Context: an optimization exercise on an open-source flow, tuned for small area, a short achievable clock period and few clock cycles per item. The choices shown serve that exercise and are no tape-out recipe.
At most, simulation tests tie the RTL to the original design; equivalence was not proved.

Setup of JK:
==> flow/design.v (excerpt) <==
module samplerz_top (
  input  logic          clk,
  input  logic          rst_i,
  input  logic          din_val_i,
  input  logic [31:0]   mu_i,         
  input  logic [15:0]   inv_sigma_sqr_div_2_i,
  input  logic          rand_val_i,
  input  logic [161:0]  rand_i,       
  output logic          ready_o,
  output logic          request_rand_o,
  output logic          dout_val_o,
  output logic [15:0]   w_o
);
clock: 14.0 ns
lec_check: 0
cap_margin: 20
core_margin: 2
core_utilization: 40
setup_slack_margin: 5
slew_margin: 20
standard.sh (not shown) runs the stock make flow with config.mk's settings and CLKGATE_MAP_FILE= SYNTH_SCRIPT=/design/flow/synth_recipe.tcl, a recipe that flattens the netlist after the stock synthesis.
==> flow/flow/run.sh <==
#!/bin/bash
set -euo pipefail
bash standard.sh SETUP_SLACK_MARGIN=8 finish > flow_make.log 2>&1
JK: PASS, flow complete, no timing, DRC or antenna violations
Testbench counts of JK, summed over its fixed seeds: cycles 83,315, samples 12,000.
Changes in MS relative to JK:
# JK
export LEC_CHECK = 0
export CAP_MARGIN = 20
export CORE_MARGIN = 2
export CORE_UTILIZATION = 40
export SETUP_SLACK_MARGIN = 5
export SLEW_MARGIN = 20
create_clock -name core_clock -period 14.0 [get_ports {clk}]
# MS
export LEC_CHECK = 0
export ABC_AREA = 1
export CAP_MARGIN = 40
export CORE_MARGIN = 2
export CORE_UTILIZATION = 40
export SETUP_SLACK_MARGIN = 5
export SLEW_MARGIN = 60
create_clock -name core_clock -period 14.0 [get_ports {clk}]
==> flow/flow/run.sh <==
#!/bin/bash
set -euo pipefail
bash standard.sh SETUP_SLACK_MARGIN=7 finish > flow_make.log 2>&1
[summary]
From JK to MS the numbers moved as follows: worst hold slack moved down, total inserted antenna cells moved down, total instance count after detailed placement moved up, maximum achievable frequency moved down.
Setup slack: MS vs JK down 140 ps
MS against JK: number of gates resized after cts went down 673, routed wire length on met3 down 620 um.
Setup changes, MS to AL
# MS
export LEC_CHECK = 0
export ABC_AREA = 1
export CAP_MARGIN = 40
export CORE_MARGIN = 2
export CORE_UTILIZATION = 40
export SETUP_SLACK_MARGIN = 5
export SLEW_MARGIN = 60
create_clock -name core_clock -period 14.0 [get_ports {clk}]
# AL
export LEC_CHECK = 0
export CAP_MARGIN = 40
export CORE_MARGIN = 2
export CORE_UTILIZATION = 40
export SETUP_SLACK_MARGIN = 5
export SLEW_MARGIN = 60
create_clock -name core_clock -period 14.0 [get_ports {clk}]
==> flow/flow/run.sh <==
#!/bin/bash
set -euo pipefail
bash standard.sh SETUP_SLACK_MARGIN=8 finish > flow_make.log 2>&1
## What came out
On total non-filler cell area in the finished layout, AL does worse than MS. [compare] base=MS new=AL: floorplan core area fell 1.8%, minimum clock period moved down, register-to-register slack went up, cell area after synthesis fell 1.9%.

samplerz_top, a different RTL version from the one above (not shown whole).
For scale: about 180 flip-flops, ~230 I/O pins.
==> flow/design.v (excerpt) <==
module samplerz_top (
  input  logic          clk,
  input  logic          rst_i,
  input  logic          din_val_i,
  input  logic [31:0]   mu_i,         
  input  logic [15:0]   inv_sigma_sqr_div_2_i,
  input  logic          rand_val_i,
  input  logic [161:0]  rand_i,       
  output logic          ready_o,
  output logic          request_rand_o,
  output logic          dout_val_o,
  output logic [15:0]   w_o
);
clock: 14.0 ns
lec_check: 0
cap_margin: 40
core_margin: 2
core_utilization: 40
setup_slack_margin: 5
slew_margin: 60
run.sh (not shown) runs the stock make flow with config.mk's settings and CLKGATE_MAP_FILE= SYNTH_SCRIPT=/design/flow/synth_recipe.tcl, a recipe that flattens the netlist after the stock synthesis.
Stock flow here: none of the scripts above is used.
The starting point completed without violations.
Next try:
CAP_MARGIN = 20   (was 40)
SETUP_SLACK_MARGIN = default   (was 5)
SLEW_MARGIN = 20   (was 60)
=>
- clock-buffer cell count grows by 1
- via count shrinks by 0.33%
- critical path depth shrinks by 3
- non-clock buffer count shrinks by 32
Function was not checked in any run of this note: the RTL went through the layout flow alone.

RTL: one of the versions met above, not the one the previous note started from.
Size in the first run: ~4300 cells after synthesis, ~230 flip-flops, ~230 I/O pins, ~0.036 mm2 of cells after synthesis.
make LEC_CHECK=0 CAP_MARGIN=40 CORE_MARGIN=2 CORE_UTILIZATION=40 SETUP_SLACK_MARGIN=5 SLEW_MARGIN=60 finish   # period 14.0 ns
Testbench counts at the start, summed over its fixed seeds: cycles 83,315, samples 12,000.
Edit:
==> flow/flow/run.sh (new file) <==
#!/bin/bash
set -euo pipefail
bash standard.sh SETUP_SLACK_MARGIN=10 finish > flow_make.log 2>&1
==> flow/standard.sh (new file) <==
#!/bin/bash
# synth_recipe.tcl (not shown) runs the flow's synth.tcl, then flattens the netlist and writes it again
# the make line also repeats each setting of config.mk as NAME=value (left out here)
make -C /OpenROAD-flow-scripts/flow DESIGN_CONFIG=/design/flow/config.mk WORK_HOME=/design/flow/orfs CLKGATE_MAP_FILE= SYNTH_SCRIPT=/design/flow/synth_recipe.tcl "${@:-finish}"
removed: flow/run.sh
What happened:
- design area came out higher by 14%
- worst setup slack is better by 1.1 ns
- flip-flop and latch count is unchanged
- via count came out higher by 5.8%
- worst hold slack is worse by 0.0048 ns
- sequential share of layout area came out lower by 1.7 points
- clock-buffer cell count does not change
- cell count came out higher by 4.8%
- global-route usage came out higher by 1.9 points
- maximum frequency came out higher by 18%
Edit:
==> flow/flow/run.sh (replaced) <==
#!/bin/bash
set -euo pipefail
bash standard.sh SETUP_SLACK_MARGIN=8 finish > flow_make.log 2>&1
Settings changed: ABC_AREA set to 1.
After rerunning: Via count goes up by 4.0%. Wire length goes down by 1.5%. Global-route usage goes down by 1.1 points. Synthesized cell count goes up by 21%. Synthesized area goes up by 1.9%. Design area goes down by 5.1%. Cell count goes up by 15%. Clock-buffer cell count goes up by 2. First-iteration DRC count goes down by 4.7%. Maximum frequency goes up by 7.0%. Non-clock buffer count goes down by 175.
Edit:
==> flow/flow/run.sh (replaced) <==
#!/bin/bash
set -euo pipefail
bash standard.sh SETUP_SLACK_MARGIN=7 finish > flow_make.log 2>&1
Settings changed: ABC_AREA 1 to unset.
Effect: The new run produced a clean layout; worst setup slack loses 0.96 ns; cell area decreases by 7.0%; wire length shrinks by 7.1%.

afterwards: timing with drivers on the ports:
No port has a modelled driver above. Below, the same layouts with a new extraction and two added sets of constraints. Step 1 (the two cells are an assumption about what drives the block):
set clk [get_ports {clk}]
set_driving_cell -lib_cell sky130_fd_sc_hd__clkbuf_16 $clk
set_driving_cell -lib_cell sky130_fd_sc_hd__buf_2 [delete_from_list [all_inputs] $clk]
Step 2 times the ports against the registers' clock, not the clock port: input delays grow and output delays shrink by t, the midpoint of the rising clock arrivals with the driver on. Three values: ideal ports, drivers, drivers and shift; two values: the first two.
run | shift t [ns] | setup slack, ns | worst setup path after step 2 | pins driven straight from the clock port
JK | 0.621 | 7.591 / 7.591 / 7.255 | input to register | 1
MS | 0.611 | 7.455 / 7.455 / 7.183 | input to register | 1
AL | 0.627 | 7.548 / 7.548 / 7.293 | input to register | 1
the first run of note 2 | 0.552 | 5.559 / 5.559 / 5.559 | register to register | 1
the second run of note 2 | 0.542 | 4.858 / 4.858 / 4.858 | register to register | 1
the first run of note 3 | 0.660 | 6.610 / 6.610 / 6.329 | input to register | 1
the second run of note 3 | 0.656 | 7.718 / 7.718 / 7.385 | input to register | 1
the third run of note 3 | 0.613 | 8.127 / 8.163 / 7.550 | input to register | 1
the fourth run of note 3 | 0.661 | 7.162 / 7.206 / 6.545 | input to register | 1
After both steps setup and hold are still met in every run listed. The setup slack of the fourth run of note 3, which loses most, moves by +0.044 ns with the drivers and by -0.617 ns with both steps.
